From an optimization exercise on the open Yosys and OpenROAD flow, aimed at small area and a short achievable clock period; shortcuts taken in it are not production practice.
In this exercise RTL edits were held to simulation tests only and were not proved equivalent to the original.
Power figures rest on the tool's default switching activity, not on a simulated workload.

==> flow/design.v <==
module pkt_fifo_sync #(
  parameter int DATA_W    = 32,
  parameter int DEPTH     = 64,
  parameter int AF_THRESH = DEPTH - 4
) (
  input  logic                       clk,
  input  logic                       rst_n,
  input  logic                       s_tvalid,
  output logic                       s_tready,
  input  logic [DATA_W-1:0]          s_tdata,
  input  logic                       s_tlast,
  input  logic                       s_tuser,
  output logic                       m_tvalid,
  input  logic                       m_tready,
  output logic [DATA_W-1:0]          m_tdata,
  output logic                       m_tlast,
  output logic [$clog2(DEPTH+1)-1:0] level,
  output logic [$clog2(DEPTH+1)-1:0] pkt_count,
  output logic                       almost_full,
  output logic                       drop_pulse
);
  localparam int CNT_W = $clog2(DEPTH + 1);
  localparam int RD    = DEPTH - 1;             
  localparam int RP_W  = $clog2(RD);
  localparam int W     = DATA_W + 1;
  function automatic logic [RP_W-1:0] rinc(input logic [RP_W-1:0] p);
    rinc = (p == RP_W'(RD - 1)) ? '0 : p + RP_W'(1);
  endfunction
  logic               drop_m;           
  logic [CNT_W-1:0]   lvl, cm, pkt;
  logic [RP_W-1:0]    rwp, rcp, rrp;    
  logic               mv_r, sr_r, af_r, dp_r;
  logic [CNT_W-1:0]   lvl_ni, pkt_ni;       
  logic               mv_ni, sr_ni;
  logic [CNT_W-1:0]   lv, pk;               
  logic               mv, sr, tl;           
  logic [W-1:0]       ring [RD];
  logic [W-1:0]       head;             
  logic [W-1:0]       head_ni, hd;      
  logic               pop, wr, disc, commit, app, full_unc, drop_n;
  logic               lvl0, lvl1, cm1, notfull;
  logic [CNT_W-1:0]   lvl_p1, lvl_m1, cm_m1, pkt_p1, pkt_m1;
  logic [RP_W-1:0]    rwp_i, rcp_i, rrp_i;
  logic [CNT_W-1:0]   lvl_n, cm_n, pkt_n;
  logic [RP_W-1:0]    rwp_a, rwp_n, rcp_n;
  logic               mv_n, sr_n, af_n;
  logic [W-1:0]       din, rdata, head_n;
  logic [RD-1:0]      rsel, wsel, rsel_n;
  logic [7:0]         whi, wlo, whi_n, wlo_n;    
  logic [RP_W-1:0]    rrp_n;
  logic               adv_rd;
  assign s_tready    = sr_r;
  assign m_tvalid    = mv_r;
  assign m_tdata     = head[DATA_W-1:0];
  assign m_tlast     = head[DATA_W];
  assign hd          = ~head_ni;
  assign level       = lvl;
  assign pkt_count   = pkt;
  assign almost_full = af_r;
  assign drop_pulse  = dp_r;
  assign din      = {s_tlast, s_tdata};
  assign lv       = ~lvl_ni;
  assign pk       = ~pkt_ni;
  assign mv       = ~mv_ni;
  assign sr       = ~sr_ni;
  assign tl       = hd[DATA_W];
  assign notfull  = ~lv[CNT_W-1];
  assign lvl0     = (lv == '0);
  assign lvl1     = (lv == CNT_W'(1));
  assign cm1      = (cm == CNT_W'(1));
  assign full_unc = ~drop_m & lv[CNT_W-1] & ~mv;
  assign lvl_p1   = lv + CNT_W'(1);
  assign lvl_m1   = lv - CNT_W'(1);
  assign cm_m1    = cm - CNT_W'(1);
  assign pkt_p1   = pk + CNT_W'(1);
  assign pkt_m1   = pk - CNT_W'(1);
  assign rwp_i    = rinc(rwp);
  assign rcp_i    = rinc(rcp);
  assign rrp_i    = rinc(rrp);
  assign pop      = mv & m_tready;
  assign wr       = ~drop_m & s_tvalid & sr;
  assign disc     = full_unc | (wr & s_tlast & s_tuser);
  assign commit   = wr & s_tlast & ~s_tuser;
  assign app      = wr & ~(s_tlast & s_tuser);
  assign drop_n   = drop_m ? ~(s_tvalid & s_tlast) : full_unc;
  always_comb begin
    if (disc)           lvl_n = pop ? cm_m1 : cm;
    else if (app)       lvl_n = pop ? lv : lvl_p1;
    else                lvl_n = pop ? lvl_m1 : lv;
    if (commit)         cm_n = pop ? lv : lvl_p1;
    else                cm_n = pop ? cm_m1 : cm;
    if (commit)         pkt_n = (pop & tl) ? pk : pkt_p1;
    else                pkt_n = (pop & tl) ? pkt_m1 : pk;
    rwp_a = (app & ~lvl0 & ~(pop & lvl1)) ? rwp_i : rwp;
    rcp_n = commit ? rwp_a : ((pop & cm1 & ~lvl1) ? rcp_i : rcp);
    rwp_n = disc ? rcp_n : rwp_a;
    mv_n  = (cm_n != '0);
    sr_n  = drop_n | ~lvl_n[CNT_W-1];
    af_n  = (lvl_n >= CNT_W'(AF_THRESH));
  end
  assign adv_rd = pop & ~lvl1;
  assign rrp_n  = adv_rd ? rrp_i : rrp;
  always_comb begin
    for (int i = 0; i < RD; i++) begin
      rsel_n[i] = (rrp_n == RP_W'(i));
      wsel[i]   = whi[i / 8] & wlo[i % 8];
    end
    for (int j = 0; j < 8; j++) begin
      whi_n[j] = (rwp_n[5:3] == 3'(j));
      wlo_n[j] = (rwp_n[2:0] == 3'(j)) & ~lvl_n[CNT_W-1];
    end
  end
  for (genvar b = 0; b < W; b++) begin : g_rd
    logic [RD/3-1:0] aoi;
    for (genvar g = 0; g < RD / 3; g++) begin : g_aoi
      pkt_fifo_aoi222 u_aoi (
        .a1(rsel[3*g]),   .a2(ring[3*g][b]),
        .b1(rsel[3*g+1]), .b2(ring[3*g+1][b]),
        .c1(rsel[3*g+2]), .c2(ring[3*g+2][b]),
        .y(aoi[g]));
    end
    assign rdata[b] = ~&aoi;
  end
  always_comb begin
    if (pop) head_n = lvl1 ? din : rdata;
    else     head_n = lvl0 ? din : hd;
  end
  always_ff @(posedge clk or negedge rst_n) begin
    if (!rst_n) begin
      drop_m <= 1'b0;
      lvl    <= '0;
      cm     <= '0;
      pkt    <= '0;
      rwp    <= '0;
      rcp    <= '0;
      rrp    <= '0;
      mv_r   <= 1'b0;
      sr_r   <= 1'b1;
      lvl_ni <= '1;
      pkt_ni <= '1;
      mv_ni  <= 1'b1;
      sr_ni  <= 1'b0;
      af_r   <= 1'b0;
      dp_r   <= 1'b0;
    end else begin
      drop_m <= drop_n;
      lvl    <= lvl_n;
      cm     <= cm_n;
      pkt    <= pkt_n;
      rwp    <= rwp_n;
      rcp    <= rcp_n;
      rrp    <= rrp_n;
      mv_r   <= mv_n;
      sr_r   <= sr_n;
      lvl_ni <= ~lvl_n;
      pkt_ni <= ~pkt_n;
      mv_ni  <= ~mv_n;
      sr_ni  <= ~sr_n;
      af_r   <= af_n;
      dp_r   <= disc;
    end
  end
  always_ff @(posedge clk) begin
    whi     <= whi_n;
    wlo     <= wlo_n;
    head    <= head_n;
    head_ni <= ~head_n;
  end
  always_ff @(posedge clk) begin
    rsel <= rsel_n;
    for (int i = 0; i < RD; i++)
      if (wsel[i]) ring[i] <= din;
  end
endmodule
module pkt_fifo_aoi222 (
  input  logic a1, a2, b1, b2, c1, c2,
  output logic y
);
  assign y = ~((a1 & a2) | (b1 & b2) | (c1 & c2));
endmodule
==> flow/run.sh <==
#!/bin/bash
# synth_recipe.tcl (not shown) runs the flow's synth.tcl, then flattens the netlist and writes it again
# the make line also repeats each setting of config.mk as NAME=value (left out here)
make -C /OpenROAD-flow-scripts/flow DESIGN_CONFIG=/design/flow/config.mk WORK_HOME=/design/flow/orfs CLKGATE_MAP_FILE= SYNTH_SCRIPT=/design/flow/synth_recipe.tcl finish
==> flow/config.mk <==
export PLATFORM = sky130hd
export DESIGN_NAME = pkt_fifo_sync
export DESIGN_NICKNAME = pkt_fifo_sync
export VERILOG_FILES = /design/flow/design.v
export SDC_FILE = /design/flow/constraint.sdc
export NUM_CORES = 4
export LEC_CHECK = 0
export CAP_MARGIN = 20
export CORE_MARGIN = 2
export CORE_UTILIZATION = 70
export CTS_CLUSTER_DIAMETER = 80
export CTS_CLUSTER_SIZE = 30
export SETUP_SLACK_MARGIN = 3.0
export SLEW_MARGIN = 20
==> flow/constraint.sdc <==
create_clock -name core_clock -period 5.5 [get_ports {clk}]
set_input_delay 1.1000 -clock core_clock [delete_from_list [all_inputs] [get_ports {clk}]]
set_output_delay 1.1000 -clock core_clock [all_outputs]
set_load 0.01 [all_outputs]
==> impl_metrics.json, run 1 <==
{
  "clock_tree.buffer_depth": 3,
  "grt_setup_unrepaired": "yes",
  "yosys_register_bits": 2284,
  "worst_slew_pin_slew_ns": 1.346,
  "grt_first_pass_wirelength_microns": 413800,
  "cts_htree_levels": 3,
  "globalRoute.totalOverflow": 0,
  "synth_area_leaders": "sky130_fd_sc_hd__edfxtp_1 (77%), sky130_fd_sc_hd__a22oi_1 (4.3%), sky130_fd_sc_hd__dfxtp_1 (3.6%)",
  "remaining_drc_errors": 0,
  "proportion_of_netlist_area_held_by_the_largest_area_contributor_pct": 76.68,
  "route.layer.met1.wl_microns": 90810,
  "final-hold-violation-count": 0,
  "final.setup_skew_ns": 0.05230,
  "yosysSeqAreaShare_pct": 82.11,
  "wl_met3_microns": 64900,
  "leading_cell_types_by_count_after_synthesis": "sky130_fd_sc_hd__edfxtp_1 (2,079), sky130_fd_sc_hd__a22oi_1 (464), sky130_fd_sc_hd__a221oi_1 (264), sky130_fd_sc_hd__a22o_1 (264), sky130_fd_sc_hd__clkbuf_1 (176)",
  "drt_pass1_iterations": 8,
  "clock_tree_from_tritoncts": "built",
  "dp_cells": 5930,
  "fin_tns_setup_ns": 0,
  "place_congestion": 0.8884,
  "drt-vias-per-instance": 8.556,
  "rows": 125,
  "floorplan.initialDensity_pct": 70.35,
  "timing.final.crit_period_ns": 2.695,
  "syn_std_cell_area_sq_um": 81420,
  "design.core.area_sq_um": 115700,
  "cell_by_cell_trace_of_the_critical_path": "and2_2 -> buf_4",
  "crit_fanout": 19,
  "final_net_count": 4632,
  "power_leakage_nw": 27.99,
  "die-width_microns": 345.0,
  "bufs_and_invs_on_worst_path": 1,
  "wire_per_inst_microns": 50.86,
  "synth_top_cell_by_area": "sky130_fd_sc_hd__edfxtp_1",
  "dp_slack_ns": 1.594,
  "yosysWarnings": 3,
  "place.port_buffers": 88,
  "syn-instance-count": 4386,
  "synth-async-reset-ratio_pct": 2.627,
  "worst-endpoint-arrival_ns": 3.06,
  "die_height_microns": 345.0,
  "vdd_ir_drop_max_uv": 329.1,
  "antenna_found_initial": 29,
  "hp-class": "input pin to async pin",
  "reg2reg_setup_slack_ns": 2.81,
  "clkLatencyLatePin_ns": 0.76,
  "run_status": "no timing/DRC/antenna violations",
  "cts.sinks": 2284,
  "element_type_at_the_critical_path_end": "flop",
  "num_vias": 53190,
  "hold_ws_ns": 0.5071,
  "final_max_tran_viols": 0,
  "drt_iter0_markers": 12240,
  "setup.worst_path.class": "flop to flop",
  "route.top_layer_used": "met5",
  "design_power_total_mw": 35.82,
  "route.met2.wl_microns": 130100,
  "cp_data_required_time_ns": 5.87,
  "grt_pass1_vias": 47600,
  "slew_limit_headroom_pct": 10.24,
  "max_freq_mhz": 371.1,
  "ys_types": 79,
  "p_per_area_nw_per_um2": 401.9,
  "synth-edff-count": 2079,
  "boundary_pins": 89,
  "timing.final.crit_share_pct": 48.99,
  "place.detailed.hpwl_microns": 161000,
  "route.antenna.remaining_nets": 0,
  "instances_no_fill": 6217,
  "slowest_delay_ns": 1.02,
  "cts-root-buf": "sky130_fd_sc_hd__clkbuf_16",
  "mapped_nets": 4438,
  "ctsHoldBuffers": 0,
  "nFillCells": 6407,
  "area_growth_syn_to_layout_pct": 9.457,
  "die_area_sq_um": 119100,
  "worst_path_cell_with_the_longest_stage_delay": "sky130_fd_sc_hd__and2_2",
  "yosys.cell_count.top_type": "sky130_fd_sc_hd__edfxtp_1",
  "clkTransAtPathRegs_ns": 0.11,
  "setup-violations-final": 0,
  "post_synth.cell_area_avg_sq_um": 18.56,
  "grt_start_max_net_pins": 67,
  "critical_path.startpoint_type": "flop",
  "total_wire_length_microns": 316200,
  "final.setup.worst_slack_ns": 2.805,
  "total_routing_resource_utilization_after_global_routing_pct": 52.90,
  "post_route_cells_drive_above_1_share_pct": 15.32,
  "crit_family": "simple AND/OR/NAND/NOR gates",
  "max_cap_violations": 0,
  "numCtsBuffers": 89,
  "ys_dominant_reg_cell": "sky130_fd_sc_hd__edfxtp_1"
}
[final timing paths]
path,endpoint,from,depth (start not counted)
worst max-delay path,ring[36][23],wlo[4],2
worst min-delay path,rrp[3],rst_n,2
worst max register to register,ring[36][23],wlo[4],2
worst min register to register,head[30],head_ni[30],3
max in group asynchronous,rrp[0],rst_n,2
min in group core_clock,head[30],head_ni[30],3
[what timing repair did]
| action | in CTS | in global routing |
|---|---|---|
| endpoints found under the setup margin | 220 | 147 |
| pin swaps | 8 | 6 |
| gates cloned | 2 | 2 |
| buffers inserted | 35 | 44 |
| resized for setup | 257 | 81 |
[through the flow]
stage          cell area, sq um  util [%]
2_1_floorplan             81640         -
3_3_place_gp              84890     73.35
3_5_place_dp              84890     73.35
4_1_cts                   88260     76.26
5_1_grt                   89050     76.94
6_report                  89120     77.00
[power breakdown]
part / internal (mW) / total (mW) / switching (mW)
clock: 3.28 / 8.46 / 5.18
sequential: 20.0 / 21.2 / 1.12
combinational: 2.10 / 6.19 / 4.09
total: 25.4 / 35.8 / 10.4
[area by class of cell]
cell class	count	area (sq um)	share of cell area, %
well taps	1524	1907	2.140
diodes	38	95.09	0.1067
inverters	21	85.08	0.09547
clock inverters	15	170.2	0.1909
flip-flops and latches	2284	67090	75.29
multi-input cells	1865	14360	16.12
clock buffers	151	2555	2.867
repair buffers	319	2848	3.195
[sequential cells by signal (all words and copies together), names as in the netlist, 8 cells and up]
| register | flops |
|---|---|
| ring | 2079 |
| rsel | 63 |
| head | 33 |
| head_ni | 33 |
| whi | 8 |
| wlo | 8 |
[kinds of logic after synthesis]
family                   synth area share [%]
AO/OA/AOI/OAI                           11.32
AND/OR/NAND/NOR                         4.535
XOR/XNOR                               0.3658
multiplexers                           0.2950
buffers and inverters                   1.148
flip-flops                              82.11
adder cells (fa/ha/maj)                0.2274
[cell usage in the layout (no fill, tap or decap), types with 37 or more instances in the layout]
master,instances
sky130_fd_sc_hd__dfxtp_1,62
sky130_fd_sc_hd__nor2_1,102
sky130_fd_sc_hd__clkbuf_16,93
sky130_fd_sc_hd__buf_4,174
sky130_fd_sc_hd__dfrtp_1,41
sky130_fd_sc_hd__o21ai_0,47
sky130_fd_sc_hd__diode_2,38
sky130_fd_sc_hd__a221oi_1,262
sky130_fd_sc_hd__a22o_1,264
sky130_fd_sc_hd__nand4_1,168
sky130_fd_sc_hd__or2_2,37
sky130_fd_sc_hd__clkbuf_1,57
sky130_fd_sc_hd__edfxtp_1,2079
sky130_fd_sc_hd__buf_2,47
sky130_fd_sc_hd__a22oi_1,463
sky130_fd_sc_hd__dfxtp_4,53
sky130_fd_sc_hd__nand3_1,47
sky130_fd_sc_hd__nand2_1,69
[layer usage]
| layer | GRT usage [%] | up-vias |
|---|---|---|
| li1 | - | 18800 |
| met1 | 66.43 | 25990 |
| met2 | 73.21 | 6635 |
| met3 | 24.53 | 1752 |
| met4 | 37.35 | 16 |
| met5 | 1.281 | - |
==> run 2: changes to the inputs <==
--- a/flow/config.mk
+++ b/flow/config.mk
@@ -9,6 +9,6 @@
 export CORE_MARGIN = 2
-export CORE_UTILIZATION = 70
+export CORE_UTILIZATION = 60
 export CTS_CLUSTER_DIAMETER = 80
 export CTS_CLUSTER_SIZE = 30
-export SETUP_SLACK_MARGIN = 3.0
+export SETUP_SLACK_MARGIN = 3.2
 export SLEW_MARGIN = 20
==> run 2 against run 1 <==
Fmax is 7.8% higher. Die area is 16% higher. Via count is 1.3% higher. Highest routed layer unchanged. Combinational power is 29% higher. Power rose by 6.2%. Hold slack worse by 0.034 ns. Cell count up 6.6%. Non-clock buffer count increased by 168.
==> impl_metrics.json, run 2 <==
{
  "synth.mux.area_fraction_pct": 0.2951,
  "cts-root-buf": "sky130_fd_sc_hd__clkbuf_16",
  "yosysSeqAreaShare_pct": 82.11,
  "largestRegisters": "ring: 2079 flops, rsel: 63 flops",
  "route.antenna.remaining_nets": 0,
  "cts.sinks": 2284,
  "num_vias": 53880,
  "die_height_microns": 372.4,
  "ctsHoldBuffers": 0,
  "boundary_pins": 89,
  "worst_slew_pin_slew_ns": 1.344,
  "place.detailed.hpwl_microns": 174600,
  "cell_by_cell_trace_of_the_critical_path": "buf_6",
  "max_freq_mhz": 400.1,
  "syn_std_cell_area_sq_um": 81420,
  "clkLatencyLatePin_ns": 0.78,
  "dp_cells": 6208,
  "worst_path_cell_with_the_longest_stage_delay": "sky130_fd_sc_hd__dfstp_2",
  "clkTransAtPathRegs_ns": 0.11,
  "slew_limit_headroom_pct": 10.40,
  "design.core.area_sq_um": 135100,
  "leading_cell_types_by_count_after_synthesis": "sky130_fd_sc_hd__edfxtp_1 (2,079), sky130_fd_sc_hd__a22oi_1 (464), sky130_fd_sc_hd__a221oi_1 (264), sky130_fd_sc_hd__a22o_1 (264), sky130_fd_sc_hd__clkbuf_1 (176)",
  "final-hold-violation-count": 0,
  "fin_tns_setup_ns": 0,
  "timing.final.crit_period_ns": 2.499,
  "cts_htree_levels": 3,
  "largest_register_ffs": 2079,
  "proportion_of_netlist_area_held_by_the_largest_area_contributor_pct": 76.68,
  "grt_pass1_vias": 47360,
  "hp-class": "input pin to async pin",
  "crit_family": "flip-flops",
  "synth_area_leaders": "sky130_fd_sc_hd__edfxtp_1 (77%), sky130_fd_sc_hd__a22oi_1 (4.3%), sky130_fd_sc_hd__dfxtp_1 (3.6%)",
  "synth-xor-area-share_pct": 0.3657,
  "p_per_area_nw_per_um2": 409.9,
  "setup.worst_path.class": "flop to output port",
  "timing.final.crit_share_pct": 45.44,
  "wire_per_inst_microns": 52.14,
  "drt_pass1_iterations": 9,
  "adder_cell_fraction_of_synth_area_pct": 0.2274,
  "remaining_drc_errors": 0,
  "max_cap_violations": 0,
  "power.net_switching_mw": 11.36,
  "place.port_buffers": 88,
  "grt_setup_unrepaired": "yes",
  "synth-edff-count": 2079,
  "power_leakage_nw": 29.54,
  "bufs_and_invs_on_worst_path": 1,
  "die_area_sq_um": 138700,
  "mostFrequentLayoutCell": "sky130_fd_sc_hd__edfxtp_1",
  "yosysWarnings": 3,
  "setup-violations-final": 0,
  "grt_start_max_net_pins": 65,
  "layout.cells.most_common_list": "sky130_fd_sc_hd__edfxtp_1 (2,079), sky130_fd_sc_hd__a22oi_1 (455), sky130_fd_sc_hd__buf_4 (266), sky130_fd_sc_hd__a22o_1 (264), sky130_fd_sc_hd__a221oi_1 (245)",
  "total_wire_length_microns": 345700,
  "instances_no_fill": 6629,
  "mapped_nets": 4438,
  "seqPwrFrac_pct": 55.1,
  "antenna_found_initial": 24,
  "vdd_ir_drop_max_uv": 395.2,
  "grt_first_pass_wirelength_microns": 441200,
  "clock_tree_from_tritoncts": "built",
  "worst-endpoint-arrival_ns": 1.40,
  "floorplan.initialDensity_pct": 60.25,
  "slowest_delay_ns": 0.55,
  "syn-instance-count": 4386,
  "drt_iter0_markers": 12120,
  "element_type_at_the_critical_path_end": "output port",
  "synthSimpleGateAreaFrac_pct": 4.535,
  "synth_compound_gate_area_share_pct": 11.32,
  "critical_path.startpoint_type": "flop",
  "synth-async-reset-ratio_pct": 2.627,
  "cp_data_required_time_ns": 4.40,
  "numCtsBuffers": 93,
  "power.share.switching_pct": 29.86,
  "place_congestion": 0.8528,
  "drt-vias-per-instance": 8.127,
  "yosys.cell_count.top_type": "sky130_fd_sc_hd__edfxtp_1",
  "crit_fanout": 1,
  "run_status": "no timing/DRC/antenna violations",
  "clock_tree.buffer_depth": 3,
  "rows": 135,
  "p_clk_share_pct": 23.9,
  "globalRoute.totalOverflow": 0,
  "max_flop_register": "ring",
  "cell_internal_pwr_mw": 26.68,
  "die-width_microns": 372.4,
  "synth_top_cell_by_area": "sky130_fd_sc_hd__edfxtp_1",
  "yosys_register_bits": 2284,
  "post_route_cells_drive_above_1_share_pct": 21.50,
  "power.combinational.fraction_pct": 21.0,
  "final_net_count": 4806,
  "total_routing_resource_utilization_after_global_routing_pct": 49.25,
  "combinational_family_with_the_most_area_after_synthesis": "compound AO/OA/AOI/OAI gates",
  "final_max_tran_viols": 0,
  "final.setup_skew_ns": 0.03843,
  "area_growth_syn_to_layout_pct": 14.00,
  "post_synth.cell_area_avg_sq_um": 18.56,
  "ys_dominant_reg_cell": "sky130_fd_sc_hd__edfxtp_1",
  "ys_types": 79
}
## run 2: power groups by stage
stage	Combinational, mW	Clock [mW]	Sequential, mW
floorplan	3.20	0	20.8
global placement	5.89	0	21.4
detailed placement	5.93	0	21.5
CTS	6.82	8.99	21.0
global route	8.09	9.52	21.0
finish	7.99	9.08	21.0
## run 2: layout make-up
type                       count  area (sq um)
clock inverter                33         427.9
sequential                  2284         67150
multi-input combinational   1867         15310
tap                         1781          2228
inverter                      21         87.58
clock buffer                 136          2597
fill                        8728         42310
timing repair buffer         487          4969
antenna                       20         50.05
## run 2: worst paths after layout
path                       slack [ns]          end      start  cells past startpoint
min reg2reg                      0.52    pkt_ni[5]  pkt_ni[5]                      1
max in group asynchronous        4.42        cm[0]      rst_n                      2
min in group core_clock          0.52    pkt_ni[5]  pkt_ni[5]                      1
max                              3.00     s_tready       sr_r                      1
max reg2reg                      3.04  ring[9][28]     whi[1]                      2
min                              0.47       lvl[3]      rst_n                      2
## run 2: logic make-up after synthesis
logic type,after synthesis
AO/OA/AOI/OAI,1143
XOR/XNOR,34
adder cells (fa/ha/maj),15
buffers and inverters,240
flip-flops,2284
multiplexers,20
AND/OR/NAND/NOR,650
## run 2: timing repair
action                                  4_1_cts  5_1_grt
resized for setup                           546      169
gates cloned                                  8        6
setup buffers                               116      102
pin swaps                                    30       68
endpoints found under the setup margin      263      220
hold endpoints to repair                      0        0
## run 2: routing by layer
metal,GRT usage [%],part of all wire [%],wire length [microns]
met3,16.66,18,61920
met5,1.014,0.075,258
met4,31.88,8.6,29670
met2,69.50,42,144800
met1,65.74,32,109000
## run 2: per-stage QoR
| stage | area (sq um) | power, mW | setup WS (ns) | hold slack (ns) | utilization (%) |
|---|---|---|---|---|---|
| 2_1_floorplan | 81940 | 24.04 | 2.762 | 0.4906 | - |
| 3_3_place_gp | 85530 | 27.33 | 1.548 | 0.5029 | 63.29 |
| 3_5_place_dp | 85590 | 27.38 | 1.495 | 0.5143 | 63.34 |
| 4_1_cts | 90900 | 36.76 | 2.968 | 0.4990 | 67.27 |
| 5_1_grt | 92780 | 38.61 | 2.973 | 0.5309 | 68.66 |
| 6_report | 92820 | 38.04 | 3.001 | 0.4726 | 68.69 |
==> run 3: changes to the inputs <==
--- a/flow/config.mk
+++ b/flow/config.mk
@@ -12,3 +12,4 @@
 export CTS_CLUSTER_SIZE = 30
-export SETUP_SLACK_MARGIN = 3.2
+export GPL_TIMING_DRIVEN = 0
+export SETUP_SLACK_MARGIN = 3.0
 export SLEW_MARGIN = 20
==> run 3 against run 2 <==
Still clean. Synthesized area stayed put. Combinational power is 13% higher. Cell count is 0.83% higher. First-iteration DRC count is 5.4% higher. Register-to-register slack worse by 0.19 ns. Design area is 2.5% higher. Setup slack worse by 0.15 ns. Power is 2.8% higher. Critical endpoint is now head_ni[0]. Largest cell class unchanged. Largest power group unchanged.
==> impl_metrics.json, run 3 <==
{
  "run_status": "no timing/DRC/antenna violations",
  "nFillCells": 8525,
  "post_synth.cell_area_avg_sq_um": 18.56,
  "dpl_cell_area_sq_um": 87730,
  "globalRoute.totalOverflow": 0,
  "reg2reg_setup_slack_ns": 2.85,
  "grt_pass1_vias": 48200,
  "fin_tns_setup_ns": 0,
  "cp_data_required_time_ns": 6.25,
  "power_leakage_nw": 30.48,
  "synth-async-reset-ratio_pct": 2.627,
  "wire_per_inst_microns": 53.83,
  "p_per_area_nw_per_um2": 411.2,
  "syn-instance-count": 4386,
  "seqCellArea_sq_um": 67030,
  "total_routing_resource_utilization_after_global_routing_pct": 51.83,
  "largest_register_ffs": 2079,
  "die_area_sq_um": 138700,
  "place.port_buffers": 88,
  "place_congestion": 0.9149,
  "ys_types": 79,
  "area_growth_syn_to_layout_pct": 16.81,
  "yosysWarnings": 3,
  "final_max_tran_viols": 0,
  "drt-vias-per-instance": 8.167,
  "final.setup.worst_slack_ns": 2.851,
  "synth_area_leaders": "sky130_fd_sc_hd__edfxtp_1 (77%), sky130_fd_sc_hd__a22oi_1 (4.3%), sky130_fd_sc_hd__dfxtp_1 (3.6%)",
  "clkLatencyLatePin_ns": 0.79,
  "max_cap_violations": 0,
  "leading_cell_types_by_count_after_synthesis": "sky130_fd_sc_hd__edfxtp_1 (2,079), sky130_fd_sc_hd__a22oi_1 (464), sky130_fd_sc_hd__a221oi_1 (264), sky130_fd_sc_hd__a22o_1 (264), sky130_fd_sc_hd__clkbuf_1 (176)",
  "total_wire_length_microns": 359800,
  "critical_path.startpoint_type": "flop",
  "grt_setup_unrepaired": "yes",
  "design_power_total_mw": 39.11,
  "worst_slew_pin_slew_ns": 0.8939,
  "yosys_register_bits": 2284,
  "post_route_cells_drive_above_1_share_pct": 20.97,
  "synth-edff-count": 2079,
  "power.combinational.fraction_pct": 23.2,
  "crit_fanout": 10,
  "mapped_nets": 4438,
  "cts_htree_levels": 3,
  "antenna_found_initial": 22,
  "setup.worst_path.class": "flop to flop",
  "power.net_switching_mw": 12.35,
  "final_net_count": 4862,
  "design.core.area_sq_um": 135100,
  "remaining_drc_errors": 0,
  "dp_cells": 6371,
  "worst_path_cell_with_the_longest_stage_delay": "sky130_fd_sc_hd__or4_4",
  "power.share.switching_pct": 31.58,
  "cell_by_cell_trace_of_the_critical_path": "clkbuf_8 -> a22oi_2 -> nand4_1 -> or4_4 -> nor4_4 -> or2_4",
  "proportion_of_netlist_area_held_by_the_largest_area_contributor_pct": 76.68,
  "drt_pass1_iterations": 7,
  "p_clk_share_pct": 24.1,
  "place.detailed.hpwl_microns": 222400,
  "final.setup_skew_ns": 0.04025,
  "numCtsBuffers": 99,
  "die_height_microns": 372.4,
  "yosysSeqAreaShare_pct": 82.11,
  "grt_first_pass_wirelength_microns": 457400,
  "slowest_delay_ns": 0.76,
  "slew_limit_headroom_pct": 40.41,
  "timing.final.crit_share_pct": 48.16,
  "cts-root-buf": "sky130_fd_sc_hd__clkbuf_16",
  "final_cell_area_sq_um": 95110,
  "grt_start_max_net_pins": 65,
  "syn_std_cell_area_sq_um": 81420,
  "mostFrequentLayoutCell": "sky130_fd_sc_hd__edfxtp_1",
  "boundary_pins": 89,
  "seqPwrFrac_pct": 52.8,
  "timing.final.crit_period_ns": 2.649,
  "max_freq_mhz": 377.6,
  "clkTransAtPathRegs_ns": 0.12,
  "hold_ws_ns": 0.2035,
  "drt_iter0_markers": 12780,
  "yosys.cell_count.top_type": "sky130_fd_sc_hd__edfxtp_1",
  "clock_tree.buffer_depth": 3,
  "cell_internal_pwr_mw": 26.76,
  "dp_slack_ns": 0.8658,
  "route.antenna.remaining_nets": 0,
  "synth_top_cell_by_area": "sky130_fd_sc_hd__edfxtp_1",
  "final-hold-violation-count": 0,
  "instances_no_fill": 6684,
  "area_used_by_multi_input_combinational_logic_sq_um": 15170,
  "element_type_at_the_critical_path_end": "flop",
  "vdd_ir_drop_max_uv": 384.7,
  "max_flop_register": "ring",
  "finish.utilization_pct": 70.38,
  "num_vias": 54590,
  "setup-violations-final": 0,
  "clock_tree_from_tritoncts": "built",
  "rows": 135,
  "ys_dominant_reg_cell": "sky130_fd_sc_hd__edfxtp_1",
  "worst-endpoint-arrival_ns": 3.40,
  "layout.cells.most_common_list": "sky130_fd_sc_hd__edfxtp_1 (2,079), sky130_fd_sc_hd__a22oi_1 (452), sky130_fd_sc_hd__a22o_1 (263), sky130_fd_sc_hd__a221oi_1 (229), sky130_fd_sc_hd__nand4_1 (168)",
  "cts.sinks": 2284,
  "hp-class": "input pin to async pin",
  "die-width_microns": 372.4,
  "largestRegisters": "ring: 2079 flops, rsel: 63 flops",
  "floorplan.initialDensity_pct": 60.25
}
## run 3: cell types whose count changed in the layout (fill, tap and decap cells not counted), sizes merged, moves of 3 or more
| cell | previous run | this run |
|---|---|---|
| diode | 20 | 16 |
| buf | 476 | 341 |
| clkdlybuf4s15 | 1 | 20 |
| bufbuf | 5 | 2 |
| inv | 34 | 45 |
| dlygate4sd2 | 0 | 25 |
| bufinv | 4 | 1 |
| clkbuf | 141 | 284 |
| clkinv | 13 | 17 |
## run 3: per-layer routing
metal / GRT usage (%) / up-vias / wire (microns)
li1: - / 19320 / -
met1: 66.48 / 27380 / 112600
met2: 69.63 / 6401 / 143600
met3: 25.31 / 1460 / 71100
met4: 34.55 / 28 / 32070
met5: 0.9790 / - / 429
## run 3: cell families (layout without fill, tap and decap cells)
kind of cell	after synthesis	after routing	share of synthesized area [%]
DFF	2284	2284	82.11
AOI/OAI and AO/OA	1143	1144	11.32
and+or+nand+nor	650	650	4.535
buffers and inverters	240	738	1.148
xor gates and xnor gates	34	34	0.3658
muxes	20	22	0.2950
adders and majority gates	15	15	0.2274
other	0	16	0
## run 3: worst max-delay path: cells and delay by family, from the launching register on
| family | cells | cell delay [ns] |
|---|---|---|
| simple gates | 4 | 1.66 |
| flops | 1 | 0.46 |
| buf+inv | 1 | 0.28 |
| compound gates | 1 | 0.18 |
## run 3: cell type report
cell class	instances	share of cell area, %
multi-input cells	1865	15.95
repair buffers	320	4.720
plain buffers	219	2.972
inverters	21	0.08683
flip-flops and latches	2284	70.48
well taps	1781	2.343
clock buffers	133	2.839
diodes	16	0.04210
clock inverters	45	0.5710
## run 3: power groups by stage
| stage | logic (mW) | clock network, mW | registers [mW] |
|---|---|---|---|
| after floorplan | 2.99 | 0 | 20.8 |
| after global placement | 6.77 | 0 | 21.1 |
| after detailed placement | 7.11 | 0 | 21.0 |
| after CTS | 8.20 | 9.26 | 20.6 |
| after global routing | 8.96 | 9.81 | 20.7 |
| final | 9.06 | 9.41 | 20.6 |
## run 3: path summary, 6_finish.rpt
check	start	end	cells past startpoint
max	rsel[0]	head_ni[0]	6
min in group core_clock	pkt_ni[5]	pkt_ni[5]	1
max reg2reg	rsel[0]	head_ni[0]	6
min	rst_n	rrp[4]	1
max in group asynchronous	rst_n	sr_r	2
min reg2reg	pkt_ni[5]	pkt_ni[5]	1
## run 3: what timing repair did
item | in CTS | in global routing
buffers inserted | 58 | 56
cloned | 3 | 2
resized for setup | 738 | 127
endpoints found under the setup margin | 225 | 143
pin swaps | 57 | 64
hold buffers | 0 | 0
==> run 4: changes to the inputs <==
--- a/flow/config.mk
+++ b/flow/config.mk
@@ -12,3 +12,2 @@
 export CTS_CLUSTER_SIZE = 30
-export GPL_TIMING_DRIVEN = 0
 export SETUP_SLACK_MARGIN = 3.0
==> run 4 against run 3 <==
Still clean. Via count decreased by 2.9%. Wire length shrank 6.0%. Non-clock buffer count is 203 lower. Flip-flop and latch count unchanged. Largest power group unchanged. Highest routed layer unchanged.
==> impl_metrics.json, run 4 <==
{
  "design_power_total_mw": 36.95,
  "worst_path_cell_with_the_longest_stage_delay": "sky130_fd_sc_hd__dfstp_2",
  "synth-edff-count": 2079,
  "p_per_area_nw_per_um2": 409.7,
  "bufs_and_invs_on_worst_path": 1,
  "die_area_sq_um": 138700,
  "leading_cell_types_by_count_after_synthesis": "sky130_fd_sc_hd__edfxtp_1 (2,079), sky130_fd_sc_hd__a22oi_1 (464), sky130_fd_sc_hd__a221oi_1 (264), sky130_fd_sc_hd__a22o_1 (264), sky130_fd_sc_hd__clkbuf_1 (176)",
  "timing.final.crit_period_ns": 2.518,
  "worst_slew_pin_slew_ns": 1.334,
  "slowest_delay_ns": 0.56,
  "drt-vias-per-instance": 8.172,
  "globalRoute.totalOverflow": 0,
  "run_status": "no timing/DRC/antenna violations",
  "antenna_found_initial": 25,
  "final_max_tran_viols": 0,
  "place.detailed.hpwl_microns": 172000,
  "combinational_family_with_the_most_area_after_synthesis": "compound AO/OA/AOI/OAI gates",
  "area_growth_syn_to_layout_pct": 10.78,
  "yosysSeqAreaShare_pct": 82.11,
  "p_clk_share_pct": 25.6,
  "drt_iter0_markers": 11730,
  "nFillCells": 9082,
  "instances_no_fill": 6489,
  "ys_types": 79,
  "num_vias": 53030,
  "floorplan.initialDensity_pct": 60.25,
  "cp_data_required_time_ns": 4.40,
  "grt_setup_unrepaired": "yes",
  "max_flop_register": "ring",
  "final-hold-violation-count": 0,
  "crit_fanout": 1,
  "crit_family": "flip-flops",
  "power.share.switching_pct": 29.68,
  "synth-async-reset-ratio_pct": 2.627,
  "total_wire_length_microns": 338200,
  "final_net_count": 4659,
  "total_routing_resource_utilization_after_global_routing_pct": 48.58,
  "post_synth.cell_area_avg_sq_um": 18.56,
  "cell_internal_pwr_mw": 25.98,
  "timing.final.crit_share_pct": 45.78,
  "route.antenna.remaining_nets": 0,
  "synth-xor-area-share_pct": 0.3657,
  "synth_area_leaders": "sky130_fd_sc_hd__edfxtp_1 (77%), sky130_fd_sc_hd__a22oi_1 (4.3%), sky130_fd_sc_hd__dfxtp_1 (3.6%)",
  "clock_tree.buffer_depth": 3,
  "design.core.area_sq_um": 135100,
  "finish.utilization_pct": 66.74,
  "power.net_switching_mw": 10.97,
  "yosysWarnings": 3,
  "setup.worst_path.class": "flop to output port",
  "seqPwrFrac_pct": 57.4,
  "element_type_at_the_critical_path_end": "output port",
  "ys_dominant_reg_cell": "sky130_fd_sc_hd__edfxtp_1",
  "largestRegisters": "ring: 2079 flops, rsel: 63 flops",
  "synth_compound_gate_area_share_pct": 11.32,
  "critical_path.startpoint_type": "flop",
  "yosys.cell_count.top_type": "sky130_fd_sc_hd__edfxtp_1",
  "clock_tree_from_tritoncts": "built",
  "wire_per_inst_microns": 52.11,
  "grt_start_max_net_pins": 67,
  "final_cell_area_sq_um": 90190,
  "grt_pass1_vias": 46420,
  "cts.sinks": 2284,
  "fin_tns_setup_ns": 0,
  "synth.mux.area_fraction_pct": 0.2951,
  "largest_register_ffs": 2079,
  "clkTransAtPathRegs_ns": 0.10,
  "boundary_pins": 89,
  "final.setup_skew_ns": 0.03056,
  "place.port_buffers": 88,
  "die-width_microns": 372.4,
  "grt_first_pass_wirelength_microns": 435300,
  "cts_htree_levels": 3,
  "cts-root-buf": "sky130_fd_sc_hd__clkbuf_16",
  "remaining_drc_errors": 0,
  "clkLatencyLatePin_ns": 0.78,
  "layout.cells.most_common_list": "sky130_fd_sc_hd__edfxtp_1 (2,079), sky130_fd_sc_hd__a22oi_1 (464), sky130_fd_sc_hd__a22o_1 (264), sky130_fd_sc_hd__a221oi_1 (258), sky130_fd_sc_hd__buf_4 (185)",
  "hp-class": "input pin to async pin",
  "place_congestion": 0.8606,
  "rows": 135,
  "syn-instance-count": 4386,
  "max_cap_violations": 0,
  "die_height_microns": 372.4,
  "numCtsBuffers": 100,
  "post_route_cells_drive_above_1_share_pct": 16.92,
  "power.combinational.fraction_pct": 17.0,
  "vdd_ir_drop_max_uv": 433.3,
  "area_used_by_multi_input_combinational_logic_sq_um": 14410,
  "synthSimpleGateAreaFrac_pct": 4.535,
  "mapped_nets": 4438,
  "syn_std_cell_area_sq_um": 81420,
  "reg2reg_setup_slack_ns": 3.01,
  "dpl_cell_area_sq_um": 85370,
  "mostFrequentLayoutCell": "sky130_fd_sc_hd__edfxtp_1",
  "synth_top_cell_by_area": "sky130_fd_sc_hd__edfxtp_1",
  "cell_by_cell_trace_of_the_critical_path": "buf_6",
  "slew_limit_headroom_pct": 11.04,
  "drt_pass1_iterations": 8,
  "dp_cells": 6203,
  "max_freq_mhz": 397.2,
  "adder_cell_fraction_of_synth_area_pct": 0.2274,
  "yosys_register_bits": 2284,
  "proportion_of_netlist_area_held_by_the_largest_area_contributor_pct": 76.68,
  "power_leakage_nw": 28.43,
  "worst-endpoint-arrival_ns": 1.42,
  "seqCellArea_sq_um": 67120,
  "setup-violations-final": 0
}
run 4: cell counts after synthesis:
Identical to the previous run, type by type.
run 4: final timing paths:
path / from / endpoint / depth (start not counted)
max: sr_r / s_tready / 1
min: rst_n / lvl[2] / 2
max reg2reg: cm[3] / mv_r / 6
min reg2reg: head_ni[6] / head[6] / 3
max in group asynchronous: rst_n / cm[0] / 2
min in group core_clock: head_ni[6] / head[6] / 3
run 4: through the flow:
step           hold WS [ns]  worst slack, ns
2_1_floorplan        0.4906            2.762
3_3_place_gp         0.5014            1.645
3_5_place_dp         0.5096            1.588
4_1_cts              0.5020            2.952
5_1_grt              0.5388            2.954
6_report             0.4869            2.982
run 4: kinds of logic (layout without fill, tap and decap cells):
group | after synthesis | after routing
DFF | 2284 | 2284
adders and majority gates | 15 | 15
xor gates and xnor gates | 34 | 34
and+or+nand+nor | 650 | 651
other | 0 | 21
muxes | 20 | 20
AOI/OAI and AO/OA | 1143 | 1144
buffers and inverters | 240 | 539
run 4: final cells by class:
type / instances / share of cell area [%]
repair buffers: 336 / 3.320
inverters: 21 / 0.09156
clock buffers: 134 / 2.998
diodes: 21 / 0.05827
well taps: 1781 / 2.471
multi-input cells: 1864 / 15.98
flip-flops and latches: 2284 / 74.42
clock inverters: 48 / 0.6659
run 4: per-layer routing:
metal	up-vias	global-route usage, %	share of wire (%)
met5	-	0.2797	0.094
met4	18	28.95	7.6
li1	18890	-	-
met3	1307	15.83	17
met2	5782	69.45	43
met1	27030	65.54	32
run 4: power by group through the flow:
stage | logic [mW] | registers [mW] | clock network [mW]
2_1_floorplan | 2.99 | 20.8 | 0
3_3_place_gp | 5.51 | 21.5 | 0
3_5_place_dp | 5.56 | 21.5 | 0
4_1_cts | 5.65 | 21.2 | 9.39
5_1_grt | 6.42 | 21.2 | 9.94
6_report | 6.26 | 21.2 | 9.47
run 4: repair_timing:
action                     CTS  global route
hold buffers                 0             0
pin swaps                   13            14
setup endpoints to repair  219           141
gates cloned                 2             1
resized for setup          333            91
setup buffers               36            43

port drivers added, routing unchanged:
In the flow no input, the clock included, has a driving cell. The finished layouts below were timed again as built, in two steps.
Step 1, drivers: a clkbuf_16 drives clk and a buf_2 each remaining input, both assumed.
Step 2 also shifts input and output timing later by t, the mid clock arrival at the registers, as if the neighbouring blocks saw the same clock.
Three values: ideal ports, drivers, drivers and shift; two values: the first two.
run	shift t [ns]	slack for setup (ns)	hold slack, ns	worst slew at a driven data input, ns	cell pins on the clock port's net
run 1	0.822	2.805 / 2.805 / 2.319	0.507 / 0.444 / 0.521	0.26	1
run 2	0.845	3.001 / 2.914 / 2.169	0.473 / 0.446 / 0.520	0.29	1
run 3	0.858	2.851 / 2.851 / 2.215	0.204 / 0.146 / 0.519	0.05	1
run 4	0.850	2.982 / 2.900 / 2.289	0.487 / 0.428 / 0.517	0.25	1
After both steps every run listed still meets setup and hold. For run 2, which loses most, drivers alone change the setup slack by -0.087 ns; drivers and shift together by -0.832 ns.
